Context: an optimization exercise on an open-source flow, tuned for small area, a short achievable clock period and few clock cycles per item. The choices shown serve that exercise and are no tape-out recipe.
At most, simulation tests tie the RTL to the original design; equivalence was not proved.
The RTL of runs 3 to 6 was laid out without a check of its function.

<file path="config.mk">
export PLATFORM = sky130hd
export DESIGN_NAME = fp_div_top
export DESIGN_NICKNAME = fp_div_top
export VERILOG_FILES = /design/flow/design.v
export SDC_FILE = /design/flow/constraint.sdc
export NUM_CORES = 4
export LEC_CHECK = 0
export CAP_MARGIN = 20
export CORE_MARGIN = 2
export CORE_UTILIZATION = 55
export CTS_CLUSTER_DIAMETER = 150
export CTS_CLUSTER_SIZE = 26
export PLACE_DENSITY = 0.7
export SLEW_MARGIN = 20
</file>
<file path="constraint.sdc">
create_clock -name core_clock -period 15.0 [get_ports {clk}]
set_input_delay 3.0000 -clock core_clock [delete_from_list [all_inputs] [get_ports {clk}]]
set_output_delay 3.0000 -clock core_clock [all_outputs]
set_load 0.01 [all_outputs]
</file>
<file path="design.v">
`default_nettype none
package fp_div_pkg;
    typedef logic [25-1:0] rem_t;
    typedef logic [13-1:0] dig_t;
    typedef logic signed [8+1:0] exp_t;
    function automatic logic [2:0] sel4(input logic signed [6:0] y, input logic [2:0] dh);
        logic signed [6:0] mn1;
        logic signed [6:0] m0;
        logic signed [6:0] m1;
        logic signed [6:0] m2;
        logic ge_n1;
        logic ge_0;
        logic ge_1;
        logic ge_2;
        case (dh)
            3'd0:    begin mn1 = -7'sd13; m2 = 7'sd12; end
            3'd1:    begin mn1 = -7'sd15; m2 = 7'sd14; end
            3'd2:    begin mn1 = -7'sd16; m2 = 7'sd15; end
            3'd3:    begin mn1 = -7'sd18; m2 = 7'sd16; end
            3'd4:    begin mn1 = -7'sd20; m2 = 7'sd18; end
            3'd5:    begin mn1 = -7'sd21; m2 = 7'sd20; end
            3'd6:    begin mn1 = -7'sd23; m2 = 7'sd22; end
            default: begin mn1 = -7'sd25; m2 = 7'sd24; end
        endcase
        m0 = dh[2] ? -7'sd7 : -7'sd5;
        m1 = dh[2] ? 7'sd6 : 7'sd4;
        ge_n1 = (y >= mn1);
        ge_0  = (y >= m0);
        ge_1  = (y >= m1);
        ge_2  = (y >= m2);
        sel4 = {ge_1, (ge_1 & ~ge_2) | (ge_n1 & ~ge_0), ge_2 | ~ge_n1};
    endfunction
endpackage
`default_nettype wire
`default_nettype none
module fp_div_classify
(
    input  wire logic                        clk,
    input  wire logic                        reset,
    input  wire logic                        in_valid,
    input  wire logic [8+23:0] a,
    input  wire logic [8+23:0] b,
    output logic                             out_valid,
    output logic                             sign,
    output logic [8-1:0]             a_exp,
    output logic [8-1:0]             b_exp,
    output logic [25-1:0]             rem_s,
    output logic [25-1:0]             rem_c,
    output logic [23-1:0]             b_frac,
    output logic                             q1_two
);
    localparam int SIGN_BIT = 8 + 23;
    logic [2:0]           q1_sel;
    assign q1_sel = fp_div_pkg::sel4({4'b0001, a[23-1:23-3]},
                                     b[23-1:23-3]);
    always_ff @(posedge clk)
    begin
        if (reset)
            out_valid <= 1'b0;
        else
            out_valid <= in_valid;
    end
    always_ff @(posedge clk)
    begin
        sign   <= a[SIGN_BIT] ^ b[SIGN_BIT];
        a_exp  <= a[SIGN_BIT-1:23];
        b_exp  <= b[SIGN_BIT-1:23];
        rem_s  <= {2'b01, a[23-1:0]};
        rem_c  <= q1_sel[0] ? {1'b1, b[23-1:0], 1'b0} : {2'b01, b[23-1:0]};
        b_frac <= b[23-1:0];
        q1_two <= q1_sel[0];
    end
endmodule
`default_nettype wire
`default_nettype none
module fp_div_mant_stage
#(
    parameter int FIRST = 2,    
    parameter int NROWS = 2
)
(
    input  wire logic                   clk,
    input  wire logic                   reset,
    input  wire logic                   in_valid,
    input  wire logic                   in_sign,
    input  wire logic [8:0]     in_ecode,
    input  wire logic [23-1:0]   in_b_frac,
    input  wire logic [25-1:0]   in_s,
    input  wire logic [25-1:0]   in_c,
    input  wire logic [13-1:0] in_qs,
    input  wire logic [13-1:0] in_q1,
    input  wire logic [13-1:0] in_q2,
    output logic                        out_valid,
    output logic                        out_sign,
    output logic [8:0]          out_ecode,
    output logic [23-1:0]        out_b_frac,
    output logic [25-1:0]        out_s,
    output logic [25-1:0]        out_c,
    output logic [13-1:0]   out_qs,
    output logic [13-1:0]   out_q1,
    output logic [13-1:0]   out_q2
);
    localparam int W = 25;
    localparam int PREV = (FIRST > 2) ? 13 + 1 - FIRST : 0;
    fp_div_pkg::rem_t d1;
    fp_div_pkg::rem_t d2;
    fp_div_pkg::rem_t s_n;
    fp_div_pkg::rem_t c_n;
    fp_div_pkg::rem_t s4;
    fp_div_pkg::rem_t c4;
    fp_div_pkg::rem_t x;
    fp_div_pkg::rem_t cy;
    fp_div_pkg::dig_t qs_n;
    fp_div_pkg::dig_t q1_n;
    fp_div_pkg::dig_t q2_n;
    logic [6:0] y;
    logic [2:0] q;
    assign d1 = {2'b01, in_b_frac};
    assign d2 = {1'b1, in_b_frac, 1'b0};
    always_comb
    begin
        s_n  = ~in_s;
        c_n  = ~in_c;
        if (FIRST == 2)
            s_n = in_s;
        if (FIRST > 2)
        begin
            s_n[0] = in_qs[PREV] ^ (in_q1[PREV] & in_b_frac[0]);
            s_n[1] = in_qs[PREV] ^ ((in_q1[PREV] & in_b_frac[1]) | (in_q2[PREV] & in_b_frac[0]));
            c_n[0] = in_qs[PREV];
        end
        qs_n = in_qs;
        q1_n = in_q1;
        q2_n = in_q2;
        for (int r = 0; r < NROWS; r++)
        begin
            y  = s_n[W-1:W-7] + c_n[W-1:W-7];
            q  = fp_div_pkg::sel4(y, in_b_frac[23-1:23-3]);
            s4 = {s_n[W-3:0], 2'b00};
            c4 = {c_n[W-3:0], 2'b00};
            for (int i = 0; i < W; i++)
                x[i] = q[2] ^ ((q[1] & d1[i]) | (q[0] & d2[i]));
            s_n = s4 ^ c4 ^ x;
            cy  = (s4 & c4) | (s4 & x) | (c4 & x);
            c_n = {cy[W-2:0], q[2]};
            if (FIRST + r == 2)
                c_n[2] = 1'b1;
            qs_n[13 - FIRST - r] = q[2];
            q1_n[13 - FIRST - r] = q[1];
            q2_n[13 - FIRST - r] = q[0];
        end
    end
    always_ff @(posedge clk)
    begin
        if (reset)
            out_valid <= 1'b0;
        else
            out_valid <= in_valid;
    end
    always_ff @(posedge clk)
    begin
        out_sign   <= in_sign;
        out_ecode  <= in_ecode;
        out_b_frac <= in_b_frac;
        out_s      <= ~s_n;
        out_c      <= ~c_n;
        out_qs     <= qs_n;
        out_q1     <= q1_n;
        out_q2     <= q2_n;
    end
endmodule
`default_nettype wire
`default_nettype none
module fp_div_pack
(
    input  wire logic                   clk,
    input  wire logic                   reset,
    input  wire logic                   in_valid,
    input  wire logic                   in_sign,
    input  wire logic [8:0]     in_ecode,
    input  wire logic [25-1:0]   in_s,    
    input  wire logic [25-1:0]   in_c,    
    input  wire logic [13-1:0] in_qs,
    input  wire logic [13-1:0] in_q1,
    input  wire logic [13-1:0] in_q2,
    output logic                        out_valid,
    output logic [8+23:0] result,
    output logic                        exception,
    output logic                        overflow,
    output logic                        underflow
);
    localparam int W = 25;
    localparam int QW = 2 * 13;
    logic [W-1:0]                 wsum;
    logic                         neg;
    logic [QW-1:0]                qpos;
    logic [QW-1:0]                qneg;
    logic [QW-1:0]                qsum;
    logic [25-1:0]        qall;
    logic [25-1:0]        quot;
    logic                         norm_hi;
    logic [23-1:0]         frac;
    logic                         special;
    logic [8-1:0]         ev;
    logic [8-1:0]         exp_res;
    logic                         exc;
    logic                         zero;
    logic                         ovf;
    logic                         unf;
    logic [8+23:0] result_next;
    assign wsum = ~in_s + ~in_c;
    assign neg  = wsum[W-1];
    always_comb
    begin
        for (int i = 0; i < 13; i++)
        begin
            qpos[2*i +: 2] = in_qs[i] ? {in_q2[i], in_q1[i]} : 2'b00;
            qneg[2*i +: 2] = in_qs[i] ? 2'b00 : {in_q2[i], in_q1[i]};
        end
        qpos[QW-1 -: 2] = {in_q2[13-1], ~in_q2[13-1]};
        qneg[QW-1 -: 2] = 2'b00;
    end
    assign qsum = qpos + ~qneg;
    always_comb
    begin
        qall[0] = 1'b1;
        for (int i = 1; i < 25; i++)
            qall[i] = qall[i-1] & qsum[i-1];
    end
    assign quot = qsum[25-1:0] ^ (qall & {25{~neg}});
    assign norm_hi = quot[25-1];
    assign frac    = norm_hi ? quot[25-2:1] : quot[25-3:0];
    assign special = in_ecode[8];
    assign ev      = in_ecode[8-1:0];
    assign exp_res = norm_hi ? ev + 8'(1) : ev;
    assign exc  = special & ev[1] & ev[0];
    assign zero = special & ev[1] & ~ev[0];
    assign ovf  = special ? (~ev[1] & ev[0])  : (norm_hi & (ev == 8'(255 - 1)));
    assign unf  = special ? (~ev[1] & ~ev[0]) : (~norm_hi & (ev == '0));
    always_comb
    begin
        if (exc)
            result_next = '1;
        else if (zero || unf)
            result_next = {in_sign, {(8 + 23){1'b0}}};
        else if (ovf)
            result_next = {in_sign, {8{1'b1}}, {23{1'b0}}};
        else
            result_next = {in_sign, exp_res, frac};
    end
    always_ff @(posedge clk)
    begin
        if (reset)
        begin
            out_valid <= 1'b0;
            exception <= 1'b0;
            overflow  <= 1'b0;
            underflow <= 1'b0;
        end
        else
        begin
            out_valid <= in_valid;
            exception <= in_valid && exc;
            overflow  <= in_valid && ovf;
            underflow <= in_valid && unf;
        end
    end
    always_ff @(posedge clk)
    begin
        result <= result_next;
    end
endmodule
`default_nettype wire
`default_nettype none
module fp_div_top
(
    input  wire logic                        clk,
    input  wire logic                        reset,
    input  wire logic                        in_valid,
    input  wire logic [8+23:0] a,
    input  wire logic [8+23:0] b,
    output logic                             out_valid,
    output logic [8+23:0]     result,
    output logic                             exception,
    output logic                             overflow,
    output logic                             underflow
);
    localparam int NST = 12;
    localparam int R   = 1;
    logic                  st_valid  [0:NST];
    logic                  st_sign   [0:NST];
    logic [8-1:0]  st_a_exp;
    logic [8-1:0]  st_b_exp;
    logic                  st_exc;
    logic                  st_zero;
    fp_div_pkg::exp_t      st_exp_lo;
    logic [8:0]    st_ecode  [0:NST];
    logic [23-1:0]  st_b_frac [0:NST];
    fp_div_pkg::rem_t      st_s      [0:NST];
    fp_div_pkg::rem_t      st_c      [0:NST];
    fp_div_pkg::dig_t      st_qs     [0:NST];
    fp_div_pkg::dig_t      st_q1     [0:NST];
    fp_div_pkg::dig_t      st_q2     [0:NST];
    logic                  q1_two;
    fp_div_classify u_classify
    (
        .clk       (clk),
        .reset     (reset),
        .in_valid  (in_valid),
        .a         (a),
        .b         (b),
        .out_valid (st_valid[0]),
        .sign      (st_sign[0]),
        .a_exp     (st_a_exp),
        .b_exp     (st_b_exp),
        .rem_s     (st_s[0]),
        .rem_c     (st_c[0]),
        .b_frac    (st_b_frac[0]),
        .q1_two    (q1_two)
    );
    assign st_qs[0] = '0;
    assign st_q1[0] = '0;
    assign st_q2[0] = {q1_two, {(13-1){1'b0}}};
    assign st_exc    = (&st_a_exp) || (&st_b_exp) || (st_b_exp == '0);
    assign st_zero   = (st_a_exp == '0);
    assign st_exp_lo = fp_div_pkg::exp_t'({2'b00, st_a_exp}) - fp_div_pkg::exp_t'({2'b00, st_b_exp})
                       + fp_div_pkg::exp_t'(127 - 1);
    always_comb
    begin
        if (st_exc)
            st_ecode[0] = {1'b1, 8'(3)};
        else if (st_zero)
            st_ecode[0] = {1'b1, 8'(2)};
        else if (st_exp_lo >= fp_div_pkg::exp_t'(255))
            st_ecode[0] = {1'b1, 8'(1)};
        else if (st_exp_lo < fp_div_pkg::exp_t'(0))
            st_ecode[0] = {1'b1, 8'(0)};
        else
            st_ecode[0] = {1'b0, st_exp_lo[8-1:0]};
    end
    for (genvar i = 0; i < NST; i++)
    begin : g_div
        localparam int FIRST = 2 + i * R;
        localparam int NROWS = (13 + 1 - FIRST < R) ? 13 + 1 - FIRST : R;
        fp_div_mant_stage
        #(
            .FIRST (FIRST),
            .NROWS (NROWS)
        )
        u_stage
        (
            .clk        (clk),
            .reset      (reset),
            .in_valid   (st_valid[i]),
            .in_sign    (st_sign[i]),
            .in_ecode   (st_ecode[i]),
            .in_b_frac  (st_b_frac[i]),
            .in_s       (st_s[i]),
            .in_c       (st_c[i]),
            .in_qs      (st_qs[i]),
            .in_q1      (st_q1[i]),
            .in_q2      (st_q2[i]),
            .out_valid  (st_valid[i+1]),
            .out_sign   (st_sign[i+1]),
            .out_ecode  (st_ecode[i+1]),
            .out_b_frac (st_b_frac[i+1]),
            .out_s      (st_s[i+1]),
            .out_c      (st_c[i+1]),
            .out_qs     (st_qs[i+1]),
            .out_q1     (st_q1[i+1]),
            .out_q2     (st_q2[i+1])
        );
    end
    fp_div_pack u_pack
    (
        .clk       (clk),
        .reset     (reset),
        .in_valid  (st_valid[NST]),
        .in_sign   (st_sign[NST]),
        .in_ecode  (st_ecode[NST]),
        .in_s      (st_s[NST]),
        .in_c      (st_c[NST]),
        .in_qs     (st_qs[NST]),
        .in_q1     (st_q1[NST]),
        .in_q2     (st_q2[NST]),
        .out_valid (out_valid),
        .result    (result),
        .exception (exception),
        .overflow  (overflow),
        .underflow (underflow)
    );
endmodule
`default_nettype wire
</file>
<file path="flow/run.sh">
#!/bin/bash
# Standard synthesis, then the standard layout with repair_timing aiming for
# extra setup slack (the SDC and the clock period are unchanged).
set -euo pipefail
bash standard.sh synth > synth.log 2>&1
bash standard.sh SETUP_SLACK_MARGIN=10.8 finish > layout.log 2>&1
</file>
<file path="standard.sh">
#!/bin/bash
# synth_recipe.tcl (not shown) runs the flow's synth.tcl, then flattens the netlist and writes it again
# the make line also repeats each setting of config.mk as NAME=value (left out here)
make -C /OpenROAD-flow-scripts/flow DESIGN_CONFIG=/design/flow/config.mk WORK_HOME=/design/flow/orfs CLKGATE_MAP_FILE= SYNTH_SCRIPT=/design/flow/synth_recipe.tcl "${@:-finish}"
</file>
==> run summary, run 1 <==
- Seq/Total Area, Yosys: 54.0%
- First-pass GRT wire length: 129000 µm
- Synth unique cells: 78
- Fin crit share: ~28%
- Largest fanout on the critical path: 6
- Io pins: 103
- Hold Path Class: reg2reg
- Synth Flop Type: dfxtp_1
- Final setup fails: 0
- Total DRC errors in the routed layout: 0
- Placed cell count: 5212
- RR Endpoint: g_div[6].u_stage.out_s[21]
- Mapped Cells: around 4000
- Clock sinks: 1299
- Nets: 4735
- Hold Fails Final Rpt: 0
- TritonCTS clock tree: built
- Yosys Warn Count: 40
- Final GP Congestion: approximately 0.83
- Die width: roughly 300 µm
- GR peak layer: met2
- Largest net degree at the start of global routing: 28
- Initial antenna violation count: 1
- Post-synth EDFFs: 0
- GR Util met2: a little under a third
- Area of the core: 0.0868 mm²
- Slew @ Worst Pin: just under 1 ns
- FP Rows: around 110
- Hold-fix buffers, CTS: 0
- Antenna-violating nets left: 0
- GR Util All Layers: 17.1%
- Commonest non-fill, non-tap cell in the layout: dfxtp_1
- Full die area: 0.0900 mm²
- Vias in the first global route: 27041
- Setup WS pre-CTS: 9.49 ns
- I/O Buffers: approximately 100
- Syn Nets: 4634
- Initial core utilization: 55.5%
- Most frequent cells in the layout: 1286 x dfxtp_1, 456 x inv_1, 274 x ha_1
- Average wire per standard cell: around 15 µm
- M3 GR Usage: 1.76%
- R2R Setup Slk: about 11 ns
- Clock root cell: clkbuf_16
- Tmin final: 4.19 ns
- Met1 Track Usage GR: between 20% and 30%
- Post-synth ARST share: 0%
- Relative slew slack: 33.3%
- Share of layout cells above drive strength 1: 7.16%
- Post-layout util: 60.5%
- Req. time, crit path: about 16 ns
- Synth Area per Inst: 11.9 µm²
- Crit end category: flop
- First DRT Iteration DRCs: roughly 1200
- RR Startpoint: g_div[5].u_stage.out_s[18]
- Critical path class: in2reg
- Critical Path Sink: u_classify.rem_c[13]
- Max-slew violations: 0
- Vias/cell: 5.05
- Reg2reg path depth: 14
- Setup TNS: 0 ns
- Num CTS Buffers: 55
- Via count: 26769
- RSZ-0062 raised after global routing: true
- Area Growth Syn to Fin: 8.90%
- Status: timing/DRC/antenna clean
- H-tree level count: 2
- Synth Cell Area: 0.0482 mm²
- F_max: 239 MHz
- Layout Cells excl Fill: 5305
- Routed WL: between 70000 and 80000 µm
- Placed inst area: 0.0505 mm²
- Skew final: 0.0330 ns
- Worst setup path startpoint: b[22]
- Post-DP HPWL: 57800 µm
- Vert. Die Dim: roughly 300 µm
- CP Data Arrival Time: 4.73 ns
- Longest Clk Path Bufs: 3
- Worst skew pair latency: 0.64 ns
- Finished Cell Area: roughly 0.052 mm²
- Worst hold slack: between 0.3 and 0.4 ns
- Setup WS post-layout: 10.81 ns
- DRT Pass-1 Iters: 5
- Grt total ovfl: 0
- Max capacitance violation total: 0
- Setup crit start kind: input port
- Synth Register Bits: roughly 1300
- Clk slew on worst S/H paths: 0.10 ns
## layout make-up
class	instances	area, µm²
tap	1155	1450
timing repair buffer	155	1360
fill	7040	34300
sequential	1299	26000
clock inverter	1	8.76
multi-input combinational	2179	20500
inverter	459	1730
clock buffer	56	1380
antenna	1	2.50
## critical path: stages
cell and delay (ns):
buf_4 0.15, nor2_4 0.08, xor2_1 0.17, ha_1 0.25, a21o_1 0.18, a21oi_2 0.17
nor2_2 0.06, and2_4 0.20, buf_16 0.17, mux2_4 0.29
## Yosys cell counts, types with 3 or more instances
library cell | number | area share [%]
a2111oi_0 | 13 | 0.24
a211oi_1 | 18 | 0.28
a21boi_0 | 3 | 0.047
a21o_1 | 28 | 0.44
a21oi_1 | 173 | 1.8
a22oi_1 | 266 | 4.1
a31oi_1 | 4 | 0.052
a32o_1 | 11 | 0.23
and2_1 | 12 | 0.16
and3_1 | 7 | 0.091
and4_1 | 4 | 0.073
buf_1 | 14 | 0.11
buf_2 | 8 | 0.083
clkbuf_1 | 93 | 0.72
dfxtp_1 | 1299 | 54
fa_1 | 244 | 10
ha_1 | 275 | 7.1
inv_1 | 458 | 3.6
mux2_2 | 22 | 0.51
mux2i_1 | 32 | 0.66
nand2_1 | 94 | 0.73
nand2b_1 | 57 | 0.74
nand3_1 | 27 | 0.28
nand3b_1 | 3 | 0.047
nand4_1 | 16 | 0.21
nor2_1 | 108 | 0.84
nor2b_1 | 57 | 0.74
nor3_1 | 28 | 0.29
nor3b_1 | 17 | 0.26
nor4_1 | 8 | 0.10
o211a_1 | 5 | 0.10
o21ai_0 | 62 | 0.64
o21ai_1 | 14 | 0.15
o21bai_1 | 29 | 0.45
o31a_1 | 3 | 0.055
o31ai_1 | 6 | 0.093
o31ai_2 | 10 | 0.26
o41ai_2 | 3 | 0.10
or2_2 | 7 | 0.091
or3_1 | 5 | 0.065
xnor2_1 | 206 | 3.7
xor2_1 | 250 | 4.5
## per-layer routing
metal | vias up | share of wire, %
li1 | 13455 | -
met1 | 12897 | 45
met2 | 302 | 51
met3 | 115 | 2.6
met4 | 0 | 2.1
met5 | - | 0
## state kept, by name, summed over array words and instances, names as in the netlist, 23 cells and up
signal,count
u_pack.result,32
g_div.u_stage.out_ecode,108
u_classify.rem_s,23
g_div.u_stage.out_qs,78
g_div.u_stage.out_s,278
u_classify.rem_c,25
g_div.u_stage.out_b_frac,253
g_div.u_stage.out_q2,90
g_div.u_stage.out_c,265
u_classify.b_frac,23
g_div.u_stage.out_q1,78
## repair_timing
item / CTS / global route
cloned: 4 / 7
endpoints found under the setup margin: 370 / 377
pin swaps: 10 / 18
gates resized for setup: 197 / 72
buffers inserted: 11 / 13
## kinds of logic (layout without fill, tap and decap cells)
family / after synthesis / after routing / synth area share, %
DFF: 1299 / 1299 / 54.0
AOI/OAI and AO/OA: 676 / 683 / 9.66
buffers and inverters: 578 / 671 / 4.57
adders and majority gates: 519 / 519 / 17.3
and+or+nand+nor: 464 / 464 / 5.01
xor gates and xnor gates: 456 / 456 / 8.29
muxes: 56 / 57 / 1.23
other: 0 / 1 / 0
## worst min-delay path by stage
stage	depth (start not counted)	start	to
5_1_grt	0	g_div[10].u_stage.out_q1[11]	g_div[11].u_stage.out_q1[11]
3_5_place_dp	0	g_div[9].u_stage.out_q2[9]	g_div[10].u_stage.out_q2[9]
6_report	0	g_div[10].u_stage.out_ecode[0]	g_div[11].u_stage.out_ecode[0]
4_1_cts	0	g_div[10].u_stage.out_ecode[0]	g_div[11].u_stage.out_ecode[0]
3_3_place_gp	0	g_div[1].u_stage.out_ecode[5]	g_div[2].u_stage.out_ecode[5]
2_1_floorplan	0	u_classify.b_frac[0]	g_div[0].u_stage.out_b_frac[0]
Testbench counts, summed over its fixed seeds: cycles 16,104, items 16,000.
==> run 2, diff against run 1 <==
--- a/config.mk
+++ b/config.mk
@@ -9,6 +9,5 @@
 export CORE_MARGIN = 2
-export CORE_UTILIZATION = 55
+export CORE_UTILIZATION = 40
 export CTS_CLUSTER_DIAMETER = 150
 export CTS_CLUSTER_SIZE = 26
-export PLACE_DENSITY = 0.7
 export SLEW_MARGIN = 20
==> run 2 against run 1 <==
Still clean on timing, DRC and antenna. Fmax is 0.44% higher. Critical path depth grew 2. Routed wire length rose by 4.1%. Hold slack got worse by 0.0080 ns. Synthesized cell count did not move. Sequential cell count stayed put. Utilization decreased by 16 points. Critical endpoint is now u_classify.rem_c[21]. Largest cell class unchanged. Highest routed layer unchanged.
==> run summary, run 2 <==
- Fin crit share: 27.8% (-0.12 points)
- Grt total ovfl: 0 (unchanged)
- Average wire per standard cell: 14.4 µm (-4.0%)
- Via count: 26559 (-0.78%)
- CP Data Arrival Time: 4.73 ns (about the same)
- DR top layer: met4
- CP Cell Sequence: buf_6, nand2b_4, nor2_4, ha_4, nand2b_4, a21o_1, a21oi_2, nor2_2, buf_4, buf_4, buf_4, mux2_2
- Clk slew on worst S/H paths: 0.10 ns (about the same)
- Area of the core: 0.120 mm² (+38%)
- Routed met2 length: 40100 µm (-0.84%)
- Relative slew slack: 36.5% (+3.2 points)
- Crit-path slowest cell: mux2_2
- Tmin final: 4.17 ns (-0.0183 ns)
- Initial antenna violation count: 1 (unchanged)
- Hold Fails Final Rpt: 0 (unchanged)
- Largest Register: g_div.u_stage.out_s
- Clock root cell: clkbuf_16
- Final GP Congestion: 0.806 (-2.9%)
- I/O Buffers: 102 (unchanged)
- RSZ-0062 raised after global routing: true
- Reg2reg path depth: 16 (+2)
- FP Rows: 127 (+18%)
- Post-synth EDFFs: 0 (unchanged)
- Synth cell count leaders: 1299 x dfxtp_1, 458 x inv_1, 275 x ha_1
- Metal3 WL: 2100 µm (+0.86%)
- Critical Path Sink: u_classify.rem_c[21]
- Post-synth ARST share: 0% (unchanged)
- Synth Area per Inst: 11.9 µm² (unchanged)
- Crit path max-delay family: buffers and inverters
- DRT Pass-1 Iters: 4 (-1)
- Largest stage delay on the critical path: 0.26 ns (-0.03 ns)
- Synth Cell Area: 0.0482 mm² (unchanged)
- Total DRC errors in the routed layout: 0 (unchanged)
- Biggest regs: g_div.u_stage.out_s (278), g_div.u_stage.out_c (265), g_div.u_stage.out_b_frac (253)
- Commonest non-fill, non-tap cell in the layout: dfxtp_1
- Vias in the first global route: 26750 (-1.1%)
- Worst setup path startpoint: b[20]
- Synth unique cells: 78 (unchanged)
- Status: timing/DRC/antenna clean
- Post-DP HPWL: 60300 µm (+4.4%)
- Antenna-violating nets left: 0 (unchanged)
- Largest fanout on the critical path: 7 (+1)
- Synth Flop Type: dfxtp_1
- Most frequent CP cell: buf_4
- Max-slew violations: 0 (unchanged)
- TritonCTS clock tree: built
- GR Util All Layers: 12.9% (-4.2 points)
- H-tree level count: 2 (unchanged)
- Most frequent cell after synthesis: dfxtp_1
- Req. time, crit path: 15.56 ns (+0.02 ns)
- Nets: 4728 (-0.15%)
- Skew final: 0.0456 ns (+0.0126 ns)
- Critical path class: in2reg
- F_max: 240 MHz (+0.44%)
- Clock sinks: 1299 (unchanged)
- RR Startpoint: g_div[11].u_stage.out_s[22]
- WP depth: 12 (+2)
- Initial core utilization: 40.3% (-15 points)
- Worst skew pair latency: 0.68 ns (+0.04 ns)
- Seq/Total Area, Yosys: 54.0% (unchanged)
- Vert. Die Dim: 351 µm (+17%)
- Yosys Warn Count: 40 (unchanged)
- Io pins: 103 (unchanged)
- Largest net degree at the start of global routing: 28 (unchanged)
- Post-synth top area share: 54.0% (unchanged)
- Vias/cell: 4.61 (-8.6%)
- First DRT Iteration DRCs: 1115 (-11%)
- Synth top area cells: dfxtp_1 54%, fa_1 10%, ha_1 7.1%
- Die width: 351 µm (+17%)
- Synth area leader: dfxtp_1
- Setup TNS: 0 ns (unchanged)
- Share of layout cells above drive strength 1: 7.48% (+0.32 points)
- RR Endpoint: u_pack.result[18]
- Num CTS Buffers: 55 (unchanged)
- Largest register FFs: 278 (unchanged)
- Mapped Cells: 4048 (unchanged)
- Syn Nets: 4634 (unchanged)
- Crit end category: flop
- Slew @ Worst Pin: 0.946 ns (-0.0476 ns)
- Longest Clk Path Bufs: 3 (unchanged)
- Hold Path Class: reg2reg
- First-pass GRT wire length: 133000 µm (+3.0%)
- Synth Register Bits: 1299 (unchanged)
- Setup crit start kind: input port
- R2R Setup Slk: 11.00 ns (+0.02 ns)
- Final setup fails: 0 (unchanged)
- Most frequent cells in the layout: 1267 x dfxtp_1, 457 x inv_1, 274 x ha_1
- Routed WL: 83100 µm (+4.1%)
- Max capacitance violation total: 0 (unchanged)
- Full die area: 0.123 mm² (+37%)
- Area Growth Syn to Fin: 10.3%
- CP bufs+invs: 4 (+2)
- Post-Route M1 WL: 39200 µm (+10%)
-- run 2: cell counts after synthesis --
Identical to the previous run, type by type.
-- run 2: through the flow --
step / util (%) / cells / area (µm²) / setup WS (ns) / hold slack, ns
3_3_place_gp: 42.7 / 5669 / 51000 / 9.01 / 0.310
5_1_grt: 44.4 / 5756 / 53200 / 10.76 / 0.309
6_report: 44.4 / 5756 / 53200 / 10.83 / 0.308
3_5_place_dp: 42.7 / 5670 / 51100 / 9.18 / 0.312
4_1_cts: 44.0 / 5739 / 52600 / 10.79 / 0.304
2_1_floorplan: - / 4048 / 48200 / 10.28 / 0.310
-- run 2: cells by family (layout without fill, tap and decap cells) --
kind of cell             after synthesis  count (layout)  synth area share (%)
multiplexers                          56              58                  1.23
adder cells (fa/ha/maj)              519             519                  17.3
buffers and inverters                578             665                  4.57
AND/OR/NAND/NOR                      464             464                  5.01
other                                  0               1                     0
flip-flops                          1299            1299                  54.0
XOR/XNOR                             456             456                  8.29
AO/OA/AOI/OAI                        676             682                  9.66
-- run 2: worst min-delay path by stage --
stage,from,end,slack (ns),depth (start not counted)
final,g_div[9].u_stage.out_q2[9],g_div[10].u_stage.out_q2[9],0.31,0
after global routing,g_div[9].u_stage.out_q2[9],g_div[10].u_stage.out_q2[9],0.31,0
after detailed placement,g_div[9].u_stage.out_ecode[8],g_div[10].u_stage.out_ecode[8],0.31,0
after global placement,g_div[6].u_stage.out_ecode[0],g_div[7].u_stage.out_ecode[0],0.31,0
after floorplan,u_classify.b_frac[0],g_div[0].u_stage.out_b_frac[0],0.31,0
after CTS,g_div[10].u_stage.out_q2[10],g_div[11].u_stage.out_q2[10],0.30,0
-- run 2: layout make-up --
class                      instances  area (µm²)
sequential                      1299       26000
fill                           11023       66500
multi-input combinational       2179       20600
tap                             1612        2020
inverter                         459        1730
timing repair buffer             148        1400
antenna                            1        2.50
clock inverter                     2        32.5
clock buffer                      56        1380
-- run 2: routing by layer --
| metal | GRT usage (%) | up-vias |
|---|---|---|
| li1 | - | 13448 |
| met1 | 17.5 | 12782 |
| met2 | 22.1 | 239 |
| met3 | 1.59 | 90 |
| met4 | 2.91 | 0 |
| met5 | 0 | - |
-- run 2: timing repair --
| action | 4_1_cts | 5_1_grt |
|---|---|---|
| resized for setup | 222 | 82 |
| hold buffers | 0 | 0 |
| pin swaps | 12 | 19 |
| setup endpoints to repair | 423 | 438 |
| setup buffers | 8 | 10 |
| cloned | 3 | 6 |
-- run 2: worst reg2reg max path: stages, from the launching register on --
cell and delay [ns]:
dfxtp_1 0.32, inv_1 0.04, ha_1 0.30, nand4_1 0.18, or4_4 0.58, o211ai_1 0.28
xnor2_2 0.15, buf_6 0.16, nand4_1 0.09, buf_4 0.17, nor4b_4 0.28, nand4_1 0.12
buf_4 0.26, and2_1 0.22, buf_12 0.16, o211ai_4 0.45, o31ai_2 0.14
==> run 3, diff against run 2 <==
--- a/design.v
+++ b/design.v
@@ -47,3 +47,3 @@
     output logic [25-1:0]             rem_s,
-    output logic [25-1:0]             rem_c,
+    output logic [6:0]                       rem_c_hi,
     output logic [23-1:0]             b_frac,
@@ -68,3 +68,3 @@
         rem_s  <= {2'b01, a[23-1:0]};
-        rem_c  <= q1_sel[0] ? {1'b1, b[23-1:0], 1'b0} : {2'b01, b[23-1:0]};
+        rem_c_hi <= q1_sel[0] ? {1'b1, b[23-1:23-6]} : {2'b01, b[23-1:23-5]};
         b_frac <= b[23-1:0];
@@ -304,2 +304,3 @@
     logic                  q1_two;
+    logic [6:0]            rem_c_hi;
     fp_div_classify u_classify
@@ -316,3 +317,3 @@
         .rem_s     (st_s[0]),
-        .rem_c     (st_c[0]),
+        .rem_c_hi  (rem_c_hi),
         .b_frac    (st_b_frac[0]),
@@ -320,2 +321,3 @@
     );
+    assign st_c[0]  = {rem_c_hi, q1_two ? {st_b_frac[0][23-7:0], 1'b0} : st_b_frac[0][23-6:0]};
     assign st_qs[0] = '0;
==> run 3 against run 2 <==
Still clean on timing, DRC and antenna. Hold slack worse by 0.010 ns. First-iteration DRC count is 15% higher. Critical path depth is 11 lower. Non-clock buffer count is 2 higher. Fmax is 1.0% higher. Global-route usage is 0.17 points lower.
==> run summary, run 3 <==
- Finished Cell Area: 0.0527 mm² (-0.79%)
- Relative slew slack: 36.9% (+0.39 points)
- Placed inst area: 0.0507 mm² (-0.66%)
- Tmin final: 4.13 ns (-0.0422 ns)
- Setup crit start kind: flop
- Crit end category: output pin
- Synth Flop Type: dfxtp_1
- Critical path class: reg2out
- Largest net degree at the start of global routing: 27 (-3.6%)
- Final GP Congestion: 0.790 (-2.0%)
- CP Data Arrival Time: 1.13 ns (-3.60 ns)
- Sequential cell area: 0.0257 mm² (-1.5%)
- Synth cell count leaders: 1281 x dfxtp_1, 425 x inv_1, 275 x ha_1
- RR Startpoint: g_div[1].u_stage.out_c[18]
- R2R Setup Slk: 11.03 ns (+0.03 ns)
- Clock sinks: 1281 (-1.4%)
- Clock root cell: clkbuf_16
- Multiplexer share of the synthesized area: 1.12% (-0.12 points)
- FP Rows: 126 (-0.79%)
- I/O Buffers: 102 (unchanged)
- Req. time, crit path: 12.00 ns (-3.56 ns)
- RR Endpoint: g_div[2].u_stage.out_s[19]
- CP bufs+invs: 1 (-3)
- Multi-input logic area: 0.0208 mm² (+1.1%)
- Antenna-violating nets left: 0 (unchanged)
- Seq/Total Area, Yosys: 53.5% (-0.42 points)
- Largest Register: g_div.u_stage.out_s
- DRT Pass-1 Iters: 7 (+3)
- Syn Nets: 4611 (-0.50%)
- Max capacitance violation total: 0 (unchanged)
- Vias/cell: 4.60 (-0.25%)
- Post-synthesis xor/xnor area fraction: 8.41% (+0.12 points)
- Hold Startpoint: g_div[10].u_stage.out_q2[9]
- First DRT Iteration DRCs: 1277 (+15%)
- Post-Synth Simple-Gate Area: 5.12% (+0.11 points)
- Vias in the first global route: 26420 (-1.2%)
- Longest Clk Path Bufs: 3 (unchanged)
- GR Util All Layers: 12.8% (-0.17 points)
- H-tree level count: 2 (unchanged)
- Via count: 26346 (-0.80%)
- Most frequent cell after synthesis: dfxtp_1
- Most frequent cells in the layout: 1263 x dfxtp_1, 425 x inv_1, 275 x ha_1
- Mapped Cells: 4025 (-0.57%)
- RSZ-0062 raised after global routing: false
- Area of the core: 0.118 mm² (-1.1%)
- CP Cell Sequence: buf_4
- Share of layout cells above drive strength 1: 7.08% (-0.40 points)
- Io pins: 103 (unchanged)
- # fillers: 10889 (-1.2%)
- Clk slew on worst S/H paths: 0.11 ns (about the same)
- Yosys Warn Count: 41 (+2.5%)
- Commonest non-fill, non-tap cell in the layout: dfxtp_1
- Crit-path slowest cell: dfxtp_2
- Post-synth ARST share: 0% (unchanged)
- Synth Cell Area: 0.0479 mm² (-0.62%)
- Worst skew pair latency: 0.65 ns (-0.03 ns)
- Main combinational cell family by area after synthesis: adder cells
- Initial core utilization: 40.4% (+0.18 points)
- Die width: 350 µm (-0.31%)
- Crit path max-delay family: flip-flops
- Final setup fails: 0 (unchanged)
- Setup TNS: 0 ns (unchanged)
- Worst Hold Endpoint: g_div[11].u_stage.out_q2[9]
- Hold Fails Final Rpt: 0 (unchanged)
- Routed WL: 81100 µm (-2.5%)
- Post-synth EDFFs: 0 (unchanged)
- Post-DP HPWL: 59800 µm (-0.84%)
- Largest fanout on the critical path: 1 (-6)
- Status: timing/DRC/antenna clean
- Reg2reg path depth: 15 (-1)
- Synth Area per Inst: 11.9 µm² (about the same)
- F_max: 242 MHz (+1.0%)
- Full die area: 0.123 mm² (-0.61%)
- Largest register FFs: 278 (unchanged)
- Hold Path Stages: 0 (unchanged)
- Post-synth top area share: 53.5% (-0.42 points)
- Synth Area in Adders: 17.4% (+0.11 points)
- Num CTS Buffers: 55 (unchanged)
- Synth top area cells: dfxtp_1 54%, fa_1 10%, ha_1 7.2%
- Compound-Gate Fraction of Synth Area: 10.1% (+0.41 points)
- Largest stage delay on the critical path: 0.34 ns (+0.08 ns)
- Area Growth Syn to Fin: 10.1%
- Initial antenna violation count: 1 (unchanged)
- Hold-fix buffers, CTS: 0 (unchanged)
- Average wire per standard cell: 14.2 µm (-1.9%)
- Biggest regs: g_div.u_stage.out_s (278), g_div.u_stage.out_c (265), g_div.u_stage.out_b_frac (253)
- Skew final: 0.0416 ns (-0.00403 ns)
- Synth unique cells: 85 (+9.0%)
- TritonCTS clock tree: built
- Synth Register Bits: 1281 (-1.4%)
- Hold Path Class: reg2reg
- First-pass GRT wire length: 132000 µm (-1.2%)
- Synth area leader: dfxtp_1
- Total DRC errors in the routed layout: 0 (unchanged)
- Nets: 4709 (-0.40%)
- Slew @ Worst Pin: 0.940 ns (-0.00574 ns)
- Fin crit share: 27.5% (-0.28 points)
- Vert. Die Dim: 350 µm (-0.31%)
- Max-slew violations: 0 (unchanged)
- Grt total ovfl: 0 (unchanged)
run 3: changes by cell type after synthesis, sizes merged, moves of 9 or more:
cell   previous run  this run
inv             458       426
o31ai            17         8
nand2            94       108
o21a              2        12
nor3             28        39
dfxtp          1299      1281
o21ai            76        91
run 3: stage by stage:
step / hold slack (ns) / utilization, % / std cells / setup WS, ns
after floorplan: 0.310 / - / 4025 / 10.58
after global placement: 0.310 / 42.8 / 5636 / 9.81
after detailed placement: 0.312 / 42.8 / 5636 / 9.77
after CTS: 0.299 / 44.0 / 5699 / 10.80
after global routing: 0.317 / 44.5 / 5724 / 10.77
final: 0.298 / 44.5 / 5724 / 10.87
run 3: kinds of logic after synthesis:
logic type,after synthesis
simple gates,473
xor+xnor,457
mux,51
compound gates,701
flops,1281
fa+ha+maj,519
buf+inv,543
run 3: worst max path at each step:
stage / from / to / depth (start not counted) / slack (ns)
floorplan: b[21] / u_classify.rem_c_hi[0] / 8 / 10.58
detailed placement: b[21] / u_classify.rem_c_hi[0] / 9 / 9.77
global route: g_div[11].u_stage.out_s[13] / u_pack.result[15] / 14 / 10.77
CTS: a[20] / u_classify.rem_c_hi[1] / 11 / 10.80
global placement: b[21] / u_classify.rem_c_hi[0] / 9 / 9.81
finish: u_pack.result[4] / result[4] / 1 / 10.87
run 3: timing repair:
item / CTS / global route
endpoints found under the setup margin: 486 / 420
pin swaps: 3 / 16
cloned: 1 / 6
gates resized for setup: 187 / 76
setup buffers: 5 / 18
run 3: layout make-up:
type	instances	share of cell area [%]
Multi-Input combinational cell	2208	39.4
Tap cell	1600	3.80
Antenna cell	1	0.00475
Sequential cell	1281	48.7
Clock buffer	55	2.61
Inverter	427	3.05
Timing Repair Buffer	150	2.40
Clock inverter	2	0.0546
run 3: layer usage:
metal | up-vias | global-route usage, % | wire length (µm)
met4 | 0 | 2.49 | 1490
li1 | 13438 | - | -
met5 | - | 0 | 0
met1 | 12623 | 17.5 | 39200
met2 | 204 | 21.7 | 38400
met3 | 81 | 1.60 | 1910
==> run 4, diff against run 3 <==
--- a/flow/run.sh
+++ b/flow/run.sh
@@ -5,2 +5,2 @@
 bash standard.sh synth > synth.log 2>&1
-bash standard.sh SETUP_SLACK_MARGIN=10.8 finish > layout.log 2>&1
+bash standard.sh SETUP_SLACK_MARGIN=10.6 finish > layout.log 2>&1
==> run 4 against run 3 <==
Fmax down 4.1%. Global-route usage shrank 0.11 points. Final cell count is 0.40% lower. Register-to-register slack worse by 0.25 ns. First-iteration DRC count is 10% lower. Non-clock buffer count fell by 18. Critical path type unchanged. Largest cell class unchanged.
==> run summary, run 4 <==
- Req. time, crit path: 12.00 ns (about the same)
- Number of diodes: 0 (-1)
- Hold Startpoint: g_div[10].u_stage.out_q1[4]
- CP Cell Sequence: dlygate4sd2_1
- Hold Path Stages: 0 (unchanged)
- RR Endpoint: g_div[0].u_stage.out_s[20]
- Fin crit share: 28.7% (+1.2 points)
- Commonest non-fill, non-tap cell in the layout: dfxtp_1
- Vias/cell: 4.58 (-0.54%)
- Crit path max-delay family: flip-flops
- Seq/Total Area, Yosys: 53.5% (unchanged)
- Layout Cells excl Fill: 5701 (-0.40%)
- Hold Fails Final Rpt: 0 (unchanged)
- Clock root cell: clkbuf_16
- Final setup fails: 0 (unchanged)
- Worst Hold Endpoint: g_div[11].u_stage.out_q1[4]
- Synth unique cells: 85 (unchanged)
- Area Growth Syn to Fin: 9.21%
- FP Rows: 126 (unchanged)
- Crit-path slowest cell: dfxtp_1
- Post-Route M1 WL: 38100 µm (-3.0%)
- Largest net degree at the start of global routing: 27 (unchanged)
- Antenna-violating nets left: 0 (unchanged)
- Yosys Warn Count: 41 (unchanged)
- Routed met2 length: 36500 µm (-4.9%)
- Largest register FFs: 278 (unchanged)
- Setup TNS: 0 ns (unchanged)
- Largest fanout on the critical path: 1 (unchanged)
- Routed WL: 77600 µm (-4.3%)
- CP bufs+invs: 1 (unchanged)
- GR Util All Layers: 12.7% (-0.11 points)
- Synth Area in Adders: 17.4% (unchanged)
- Syn Nets: 4611 (unchanged)
- First DRT Iteration DRCs: 1144 (-10%)
- Post-synth ARST share: 0% (unchanged)
- Synth Cell Area: 0.0479 mm² (unchanged)
- Critical path class: reg2out
- Largest Register: g_div.u_stage.out_s
- RSZ-0062 raised after global routing: true
- Vias in the first global route: 26496 (+0.29%)
- Post-DP HPWL: 59600 µm (-0.38%)
- TritonCTS clock tree: built
- Synth cell count leaders: 1281 x dfxtp_1, 425 x inv_1, 275 x ha_1
- Via count: 26098 (-0.94%)
- Longest Clk Path Bufs: 3 (unchanged)
- Max capacitance violation total: 0 (unchanged)
- Mapped Cells: 4025 (unchanged)
- First-pass GRT wire length: 130000 µm (-1.0%)
- Worst skew pair latency: 0.66 ns (about the same)
- Grt total ovfl: 0 (unchanged)
- Synth top area cells: dfxtp_1 54%, fa_1 10%, ha_1 7.2%
- Num CTS Buffers: 55 (unchanged)
- RR Startpoint: u_classify.rem_c_hi[0]
- CP Data Arrival Time: 1.31 ns (+0.18 ns)
- Clock sinks: 1281 (unchanged)
- Placed cell count: 5637 (+0.018%)
- Full die area: 0.123 mm² (unchanged)
- Largest stage delay on the critical path: 0.38 ns (+0.04 ns)
- Nets: 4685 (-0.51%)
- Synth Register Bits: 1281 (unchanged)
- Initial core utilization: 40.4% (unchanged)
- Clk slew on worst S/H paths: 0.11 ns (about the same)
- Synth area leader: dfxtp_1
- # fillers: 10860 (-0.27%)
- Sequential cell area: 0.0256 mm² (about the same)
- Skew final: 0.0315 ns (-0.0101 ns)
- R2R Setup Slk: 10.78 ns (-0.25 ns)
- Max-slew violations: 0 (unchanged)
- Multi-input logic area: 0.0204 mm² (-1.9%)
- Post-synth EDFFs: 0 (unchanged)
- Synth Area per Inst: 11.9 µm² (unchanged)
- Tmin final: 4.31 ns (+0.176 ns)
- Vert. Die Dim: 350 µm (unchanged)
- I/O Buffers: 102 (unchanged)
- Post-synthesis xor/xnor area fraction: 8.41% (unchanged)
- F_max: 232 MHz (-4.1%)
- Slew @ Worst Pin: 0.915 ns (-0.0250 ns)
- H-tree level count: 2 (unchanged)
- Reg2reg path depth: 17 (+2)
- Hold-fix buffers, CTS: 0 (unchanged)
- Metal3 WL: 1890 µm (-1.4%)
- Compound-Gate Fraction of Synth Area: 10.1% (unchanged)
- Io pins: 103 (unchanged)
- Average wire per standard cell: 13.6 µm (-3.9%)
- DRT Pass-1 Iters: 5 (-2)
- Share of layout cells above drive strength 1: 4.56% (-2.5 points)
- Biggest regs: g_div.u_stage.out_s (278), g_div.u_stage.out_c (265), g_div.u_stage.out_b_frac (253)
- Die width: 350 µm (unchanged)
- Status: timing/DRC/antenna clean
- Post-synth top area share: 53.5% (unchanged)
- Initial antenna violation count: 0 (-1)
- Main combinational cell family by area after synthesis: adder cells
- Multiplexer share of the synthesized area: 1.12% (unchanged)
- Final GP Congestion: 0.789 (about the same)
- Area of the core: 0.118 mm² (unchanged)
- Relative slew slack: 37.7% (+0.81 points)
- Most frequent cell after synthesis: dfxtp_1
- Post-layout util: 44.2% (-0.36 points)
- Total DRC errors in the routed layout: 0 (unchanged)
- Setup crit start kind: flop
- Hold Path Class: reg2reg
- Post-Synth Simple-Gate Area: 5.12% (unchanged)
- Synth Flop Type: dfxtp_1
- DR top layer: met4
- Most frequent cells in the layout: 1281 x dfxtp_1, 425 x inv_1, 275 x ha_1
- Crit end category: output pin
==> run 4: cell counts after synthesis <==
No cell type changed its count.
==> run 4: how the worst max path moves through the flow <==
stage | cells after the start | start | to
2_1_floorplan | 8 | b[21] | u_classify.rem_c_hi[0]
3_3_place_gp | 9 | b[21] | u_classify.rem_c_hi[0]
3_5_place_dp | 9 | b[21] | u_classify.rem_c_hi[0]
4_1_cts | 11 | g_div[11].u_stage.out_q1[2] | u_pack.result[11]
5_1_grt | 16 | u_classify.rem_c_hi[0] | g_div[0].u_stage.out_s[9]
6_report | 1 | u_pack.result[2] | result[2]
==> run 4: cell type report <==
type / count / area share, %
repair buffers: 132 / 2.34
clock buffers: 56 / 2.68
clock inverters: 3 / 0.0861
multi-input cells: 2202 / 39.0
flip-flops and latches: 1281 / 49.0
inverters: 427 / 3.07
well taps: 1600 / 3.83
==> run 4: kinds of logic after synthesis <==
family,count (synthesis)
buf+inv,543
xor+xnor,457
flops,1281
fa+ha+maj,519
mux,51
simple gates,473
compound gates,701
==> run 4: metal layers <==
| layer | GRT usage, % | up-vias |
|---|---|---|
| met5 | 0 | - |
| met4 | 2.56 | 0 |
| met3 | 1.52 | 67 |
| met2 | 21.7 | 196 |
| met1 | 17.2 | 12463 |
| li1 | - | 13372 |
==> run 4: stage by stage <==
step	hold slack (ns)	cell area, µm²	setup WS, ns
2_1_floorplan	0.310	47900	10.58
3_3_place_gp	0.310	50700	9.82
3_5_place_dp	0.312	50700	9.75
4_1_cts	0.319	52200	10.57
5_1_grt	0.331	52300	10.43
6_report	0.318	52300	10.69
==> run 4: what timing repair did <==
action                                  in CTS  in global routing
pin swaps                                    1                  4
resized for setup                           46                 25
endpoints found under the setup margin     112                414
setup buffers                                1                  2
cloned                                       1                  0
==> run 5, diff against run 4 <==
--- a/design.v
+++ b/design.v
@@ -2,2 +2,13 @@
 package fp_div_pkg;
+    function automatic logic ge7(input logic [6:0] a, input logic [6:0] b);
+        logic [6:0] ua;
+        logic [6:0] ub;
+        logic       c;
+        ua = a ^ 7'h40;
+        ub = b ^ 7'h40;
+        c  = 1'b1;
+        for (int i = 0; i < 7; i++)
+            c = (ua[i] & ~ub[i]) | ((ua[i] | ~ub[i]) & c);
+        ge7 = c;
+    endfunction
     typedef logic [25-1:0] rem_t;
@@ -26,6 +37,6 @@
         m1 = dh[2] ? 7'sd6 : 7'sd4;
-        ge_n1 = (y >= mn1);
-        ge_0  = (y >= m0);
-        ge_1  = (y >= m1);
-        ge_2  = (y >= m2);
+        ge_n1 = ge7(y, mn1);
+        ge_0  = ge7(y, m0);
+        ge_1  = ge7(y, m1);
+        ge_2  = ge7(y, m2);
         sel4 = {ge_1, (ge_1 & ~ge_2) | (ge_n1 & ~ge_0), ge_2 | ~ge_n1};
--- a/flow/run.sh
+++ b/flow/run.sh
@@ -5,2 +5,2 @@
 bash standard.sh synth > synth.log 2>&1
-bash standard.sh SETUP_SLACK_MARGIN=10.6 finish > layout.log 2>&1
+bash standard.sh SETUP_SLACK_MARGIN=10.8 finish > layout.log 2>&1
==> run 5 against run 4 <==
Largest cell class unchanged. Routed wire length rose by 6.9%. Setup slack improved by 0.14 ns. Sequential cell count did not move. Sequential share of layout area rose by 0.86 points. Clock skew fell by 0.0065 ns. First-iteration DRC count rose by 20%. Area after synthesis fell by 3.3%. Utilization rose by 0.73 points. Global-route usage rose by 1.1 points. Fmax rose by 3.5%.
==> run summary, run 5 <==
- CP bufs+invs: 1 (unchanged)
- Commonest non-fill, non-tap cell in the layout: dfxtp_1
- Tmin final: 4.16 ns (-0.144 ns)
- Mapped Cells: 3933 (-2.3%)
- Largest Register: g_div.u_stage.out_s
- Full die area: 0.119 mm² (-3.2%)
- Hold Fails Final Rpt: 0 (unchanged)
- Fin crit share: 27.7% (-0.96 points)
- Final setup fails: 0 (unchanged)
- Clock root cell: clkbuf_16
- Vias/cell: 4.78 (+4.4%)
- Finished Cell Area: 0.0515 mm² (-1.6%)
- Largest fanout on the critical path: 1 (unchanged)
- Clk slew on worst S/H paths: 0.10 ns (about the same)
- Synth cell count leaders: 1281 x dfxtp_1, 401 x xnor2_1, 377 x inv_1
- Synth Area per Inst: 11.8 µm² (-1.0%)
- Biggest regs: g_div.u_stage.out_s (278), g_div.u_stage.out_c (265), g_div.u_stage.out_b_frac (253)
- Total DRC errors in the routed layout: 0 (unchanged)
- Setup WS pre-CTS: 9.96 ns (+0.210 ns)
- # fillers: 10514 (-3.2%)
- RR Endpoint: u_pack.result[3]
- Hold-fix buffers, CTS: 0 (unchanged)
- Hold Path Stages: 0 (unchanged)
- Seq/Total Area, Yosys: 55.4% (+1.8 points)
- Crit-path slowest cell: dfxtp_4
- Routed WL: 82900 µm (+6.9%)
- Area of the core: 0.115 mm² (-3.2%)
- Largest register FFs: 278 (unchanged)
- Crit path max-delay family: flip-flops
- First DRT Iteration DRCs: 1378 (+20%)
- Post-DP HPWL: 59300 µm (-0.37%)
- Worst Hold Endpoint: g_div[7].u_stage.out_q1[10]
- Synth top area cells: dfxtp_1 55%, fa_1 11%, xnor2_1 7.6%
- Share of layout cells above drive strength 1: 7.82% (+3.3 points)
- Synth Cell Area: 0.0463 mm² (-3.3%)
- Vias in the first global route: 26717 (+0.83%)
- Initial antenna violation count: 0 (unchanged)
- Setup TNS: 0 ns (unchanged)
- Status: timing/DRC/antenna clean
- Number of diodes: 0 (unchanged)
- Setup crit start kind: flop
- Most frequent cells in the layout: 1257 x dfxtp_1, 394 x xnor2_1, 376 x inv_1
- Post-synth top area share: 55.4% (+1.8 points)
- F_max: 240 MHz (+3.5%)
- Setup WS post-layout: 10.84 ns (+0.144 ns)
- Largest stage delay on the critical path: 0.37 ns (about the same)
- CP Data Arrival Time: 1.16 ns (-0.15 ns)
- Req. time, crit path: 12.00 ns (about the same)
- R2R Setup Slk: 10.86 ns (+0.08 ns)
- Max-slew violations: 0 (unchanged)
- Nets: 4488 (-4.2%)
- Post-synth ARST share: 0% (unchanged)
- Synth area leader: dfxtp_1
- Critical path class: reg2out
- Hold Startpoint: g_div[6].u_stage.out_q1[10]
- Placed cell count: 5452 (-3.3%)
- Max capacitance violation total: 0 (unchanged)
- Worst skew pair latency: 0.67 ns (about the same)
- Placed inst area: 0.0490 mm² (-3.3%)
- Reg2reg path depth: 12 (-5)
- Yosys Warn Count: 41 (unchanged)
- First-pass GRT wire length: 136000 µm (+3.9%)
- Largest net degree at the start of global routing: 27 (unchanged)
- RSZ-0062 raised after global routing: true
- DRT Pass-1 Iters: 5 (unchanged)
- Synth Flop Type: dfxtp_1
- Longest Clk Path Bufs: 3 (unchanged)
- Layout Cells excl Fill: 5565 (-2.4%)
- Post-layout util: 44.9% (+0.73 points)
- RR Startpoint: g_div[11].u_stage.out_q2[1]
- Syn Nets: 4372 (-5.2%)
- GR Util All Layers: 13.8% (+1.1 points)
- Clock sinks: 1281 (unchanged)
- Slew @ Worst Pin: 0.926 ns (+0.0111 ns)
- Antenna-violating nets left: 0 (unchanged)
- Most frequent cell after synthesis: dfxtp_1
- CP Cell Sequence: buf_6
- I/O Buffers: 102 (unchanged)
- Grt total ovfl: 0 (unchanged)
- Area Growth Syn to Fin: 11.2%
- Io pins: 103 (unchanged)
- Worst hold slack: 0.324 ns (+0.00635 ns)
- Average wire per standard cell: 14.9 µm (+9.5%)
- Vert. Die Dim: 344 µm (-1.6%)
- Worst setup path startpoint: u_pack.result[19]
- Die width: 344 µm (-1.6%)
- H-tree level count: 2 (unchanged)
- FP Rows: 124 (-1.6%)
- Post-synth EDFFs: 0 (unchanged)
- Skew final: 0.0250 ns (-0.00652 ns)
- Hold Path Class: reg2reg
- Initial core utilization: 40.4% (-0.049 points)
- Crit end category: output pin
- Final GP Congestion: 0.784 (-0.68%)
- Relative slew slack: 38.1% (+0.41 points)
- Via count: 26601 (+1.9%)
- Num CTS Buffers: 55 (unchanged)
- Synth Register Bits: 1281 (unchanged)
- TritonCTS clock tree: built
- Synth unique cells: 86 (+1.2%)
==> run 5: cell count changes after synthesis, moves of 16 or more <==
cell / previous run / this run
o21ai_0: 73 / 135
xnor2_1: 205 / 401
nor2b_1: 54 / 34
nand2_1: 108 / 141
o21a_1: 11 / 27
nand2b_1: 61 / 26
xor2_1: 250 / 40
ha_1: 275 / 128
inv_1: 425 / 377
==> run 5: final cells by class <==
cell class                      instances  area (µm²)  share of cell area [%]
Tap cell                             1512        1890                    3.67
Inverter                              378        1420                    2.76
Multi-Input combinational cell       2161       19500                    37.8
Clock inverter                          5        68.8                   0.134
Timing Repair Buffer                  172        1560                    3.03
Sequential cell                      1281       25700                    49.9
Clock buffer                           56        1390                    2.70
==> run 5: logic make-up (layout without fill, tap and decap cells) <==
logic type / after synthesis / in the layout / synth area share (%)
adder cells (fa/ha/maj): 383 / 383 / 14.2
flip-flops: 1281 / 1281 / 55.4
AO/OA/AOI/OAI: 831 / 839 / 12.2
XOR/XNOR: 441 / 441 / 8.34
multiplexers: 34 / 34 / 0.748
buffers and inverters: 499 / 611 / 4.10
AND/OR/NAND/NOR: 464 / 464 / 4.98
==> run 5: how the worst max path moves through the flow <==
| stage | to | depth (start not counted) |
|---|---|---|
| after global routing | u_pack.result[3] | 12 |
| after CTS | g_div[11].u_stage.out_s[11] | 14 |
| after floorplan | u_pack.result[7] | 15 |
| after detailed placement | u_pack.result[17] | 11 |
| after global placement | u_pack.result[0] | 11 |
| final | result[19] | 1 |
==> run 5: routing by layer <==
layer  GRT usage, %  part of all wire [%]  vias up
li1               -                     -    13329
met1           18.5                    47    12802
met2           23.7                    47      378
met3           1.78                   3.4       92
met4           3.13                   1.9        0
met5              0                     0        -
==> run 5: timing repair <==
action / 4_1_cts / 5_1_grt
pin swaps: 5 / 41
endpoints found under the hold margin: 0 / 0
resized for setup: 201 / 106
buffers inserted: 12 / 29
gates cloned: 3 / 8
endpoints found under the setup margin: 292 / 370
==> run 6, diff against run 5 <==
--- a/flow/run.sh
+++ b/flow/run.sh
@@ -5,2 +5,2 @@
 bash standard.sh synth > synth.log 2>&1
-bash standard.sh SETUP_SLACK_MARGIN=10.8 finish > layout.log 2>&1
+bash standard.sh SETUP_SLACK_MARGIN=11.0 finish > layout.log 2>&1
==> run 6 against run 5 <==
Sequential share of layout area is 1.6 points lower. Global-route usage rose by 0.22 points. Cell area grew 3.4%. Critical path depth stayed put. Largest cell class unchanged. First-iteration DRC count increased by 1.5%. Still clean. Utilization up 1.5 points. Die area did not move. Hold slack worse by 0.0030 ns.
==> run summary, run 6 <==
- Status: timing/DRC/antenna clean
- Hold-fix buffers, CTS: 0 (unchanged)
- Setup crit start kind: flop
- Synth unique cells: 86 (unchanged)
- GR Util All Layers: 14.0% (+0.22 points)
- Routed WL: 89800 µm (+8.2%)
- First DRT Iteration DRCs: 1399 (+1.5%)
- Fin crit share: 27.9% (+0.14 points)
- Post-synth EDFFs: 0 (unchanged)
- Setup TNS: 0 ns (unchanged)
- Io pins: 103 (unchanged)
- Final setup fails: 0 (unchanged)
- Hold Fails Final Rpt: 0 (unchanged)
- Sequential cell area: 0.0257 mm² (about the same)
- Area of the core: 0.115 mm² (unchanged)
- Synth area leader: dfxtp_1
- Antenna-violating nets left: 0 (unchanged)
- Vias in the first global route: 26813 (+0.36%)
- Most frequent cell after synthesis: dfxtp_1
- Req. time, crit path: 12.00 ns (about the same)
- DRT Pass-1 Iters: 5 (unchanged)
- Skew final: 0.0321 ns (+0.00709 ns)
- Longest Clk Path Bufs: 3 (unchanged)
- Syn Nets: 4372 (unchanged)
- Hold Path Class: reg2reg
- Worst Hold Endpoint: g_div[6].u_stage.out_q1[9]
- Synth top area cells: dfxtp_1 55%, fa_1 11%, xnor2_1 7.6%
- Full die area: 0.119 mm² (unchanged)
- Total DRC errors in the routed layout: 0 (unchanged)
- Grt total ovfl: 0 (unchanged)
- I/O Buffers: 102 (unchanged)
- Clk slew on worst S/H paths: 0.10 ns (about the same)
- RR Startpoint: g_div[3].u_stage.out_s[18]
- Share of layout cells above drive strength 1: 12.8% (+5.0 points)
- R2R Setup Slk: 10.86 ns (about the same)
- Via count: 27244 (+2.4%)
- Largest fanout on the critical path: 1 (unchanged)
- Largest net degree at the start of global routing: 27 (unchanged)
- Area Growth Syn to Fin: 15.0%
- Largest stage delay on the critical path: 0.38 ns (about the same)
- Post-layout util: 46.4% (+1.5 points)
- RSZ-0062 raised after global routing: true
- RR Endpoint: g_div[4].u_stage.out_s[22]
- Clock sinks: 1281 (unchanged)
- CP Cell Sequence: buf_6
- Hold Startpoint: g_div[5].u_stage.out_q1[9]
- Initial antenna violation count: 0 (unchanged)
- Crit-path slowest cell: dfxtp_4
- Worst hold slack: 0.321 ns (-0.00301 ns)
- Largest Register: g_div.u_stage.out_s
- Layout Cells excl Fill: 5629 (+1.2%)
- H-tree level count: 2 (unchanged)
- FP Rows: 124 (unchanged)
- F_max: 239 MHz (-0.52%)
- Hold Path Stages: 0 (unchanged)
- Vias/cell: 4.84 (+1.3%)
- Synth Area per Inst: 11.8 µm² (unchanged)
- Slew @ Worst Pin: 1.39 ns (+0.463 ns)
- Nets: 4554 (+1.5%)
- Max-slew violations: 0 (unchanged)
- Post-synth top area share: 55.4% (unchanged)
- Critical path class: reg2out
- Crit end category: output pin
- Placed cell count: 5450 (-0.037%)
- Reg2reg path depth: 17 (+5)
- TritonCTS clock tree: built
- Multi-input logic area: 0.0204 mm² (+4.7%)
- Final GP Congestion: 0.805 (+2.7%)
- Synth Cell Area: 0.0463 mm² (unchanged)
- Clock root cell: clkbuf_16
- CP bufs+invs: 1 (unchanged)
- Initial core utilization: 40.4% (unchanged)
- CP Data Arrival Time: 1.18 ns (+0.02 ns)
- Vert. Die Dim: 344 µm (unchanged)
- Worst skew pair latency: 0.68 ns (about the same)
- Number of diodes: 0 (unchanged)
- Synth cell count leaders: 1281 x dfxtp_1, 401 x xnor2_1, 377 x inv_1
- Commonest non-fill, non-tap cell in the layout: dfxtp_1
- Post-synth ARST share: 0% (unchanged)
- Crit path max-delay family: flip-flops
- Average wire per standard cell: 16.0 µm (+7.0%)
- Relative slew slack: 7.18% (-31 points)
- Biggest regs: g_div.u_stage.out_s (278), g_div.u_stage.out_c (265), g_div.u_stage.out_b_frac (253)
- Synth Register Bits: 1281 (unchanged)
- Num CTS Buffers: 55 (unchanged)
- Max capacitance violation total: 0 (unchanged)
- Largest register FFs: 278 (unchanged)
- Yosys Warn Count: 41 (unchanged)
- Post-DP HPWL: 59300 µm (about the same)
- Synth Flop Type: dfxtp_1
- # fillers: 10315 (-1.9%)
- Seq/Total Area, Yosys: 55.4% (unchanged)
- Mapped Cells: 3933 (unchanged)
- Tmin final: 4.18 ns (+0.0217 ns)
- First-pass GRT wire length: 137000 µm (+0.94%)
- Most frequent cells in the layout: 1241 x dfxtp_1, 374 x xnor2_1, 372 x inv_1
- Die width: 344 µm (unchanged)
run 6: worst max-delay path by stage:
| stage | start | to | slack (ns) | cells past startpoint |
|---|---|---|---|---|
| 2_1_floorplan | g_div[11].u_stage.out_q1[1] | u_pack.result[10] | 10.96 | 15 |
| 3_3_place_gp | g_div[11].u_stage.out_q2[1] | u_pack.result[0] | 10.26 | 11 |
| 3_5_place_dp | g_div[11].u_stage.out_q1[2] | u_pack.result[17] | 10.04 | 11 |
| 4_1_cts | u_pack.result[19] | result[19] | 10.74 | 1 |
| 5_1_grt | g_div[3].u_stage.out_s[18] | g_div[4].u_stage.out_s[19] | 10.67 | 17 |
| 6_report | u_pack.result[19] | result[19] | 10.82 | 1 |
run 6: area by class of cell:
class                   count  share of cell area, %
inverters                 378                   2.67
clock inverters             4                  0.181
flip-flops and latches   1281                   48.3
clock buffers              55                   2.58
well taps                1512                   3.55
multi-input cells        2168                   38.3
repair buffers            231                   4.46
run 6: stage by stage:
step	setup slack (ns)	instance area [µm²]
after floorplan	10.96	46300
after global placement	10.26	49000
after detailed placement	10.04	49000
after CTS	10.74	51100
after global routing	10.67	53200
final	10.82	53200
run 6: worst register-to-register path, cell delays in order, from the launching register on:
cell and delay [ns]:
dfxtp_2 0.35, inv_2 0.05, ha_4 0.16, fa_2 0.63
a21boi_2 0.08, o31ai_2 0.23, a31oi_2 0.16, o31ai_1 0.29
a21oi_1 0.13, a2111oi_2 0.47, a21oi_2 0.08, a31oi_4 0.24
buf_12 0.15, clkbuf_16 0.14, buf_12 0.11, a22oi_2 0.09
xnor2_2 0.20, fa_2 0.46
run 6: metal layers:
metal,part of all wire [%],up-vias,track usage [%]
met5,0,-,0
met4,1.8,0,3.59
met3,3.4,96,1.69
met2,49,421,24.0
met1,46,13213,18.8
li1,-,13514,-
run 6: cells by family after synthesis:
group | after synthesis | synth area share (%)
flops | 1281 | 55.4
mux | 34 | 0.748
buf+inv | 499 | 4.10
xor+xnor | 441 | 8.34
fa+ha+maj | 383 | 14.2
simple gates | 464 | 4.98
compound gates | 831 | 12.2
run 6: timing repair:
item                       4_1_cts  5_1_grt
setup buffers                   27       64
gates resized for setup        255      289
setup endpoints to repair      447      520
pin swaps                       21      133
cloned                           6       23

afterwards: timing with drivers on the ports:
Ports are ideal in the flow. The routed layouts listed here were re-timed in OpenROAD.
Step 1: set_driving_cell puts a clkbuf_16 on clk and a buf_2 on each other input, an assumption about the parent block.
Step 2 times the ports against the registers' clock, not the clock port: input delays grow and output delays shrink by t, the midpoint of the rising clock arrivals with the driver on.
a / b / c = ideal / step 1 / step 2; a / b = the first two.
| run | t, ns | setup slack, ns | worst setup path at the end | pins driven straight from the clock port |
|---|---|---|---|---|
| run 1 | 0.685 | 10.809 / 10.798 / 10.143 | input to register | 1 |
| run 2 | 0.720 | 10.828 / 10.786 / 10.142 | input to register | 1 |
| run 3 | 0.698 | 10.870 / 10.800 / 10.247 | input to register | 1 |
| run 4 | 0.719 | 10.693 / 10.622 / 10.056 | input to register | 1 |
| run 5 | 0.728 | 10.838 / 10.769 / 10.486 | input to register | 1 |
| run 6 | 0.733 | 10.816 / 10.747 / 10.514 | input to register | 1 |
After both steps every run listed still meets setup and hold. The setup slack of run 2, which loses most, moves by -0.042 ns with the drivers and by -0.686 ns with both steps.
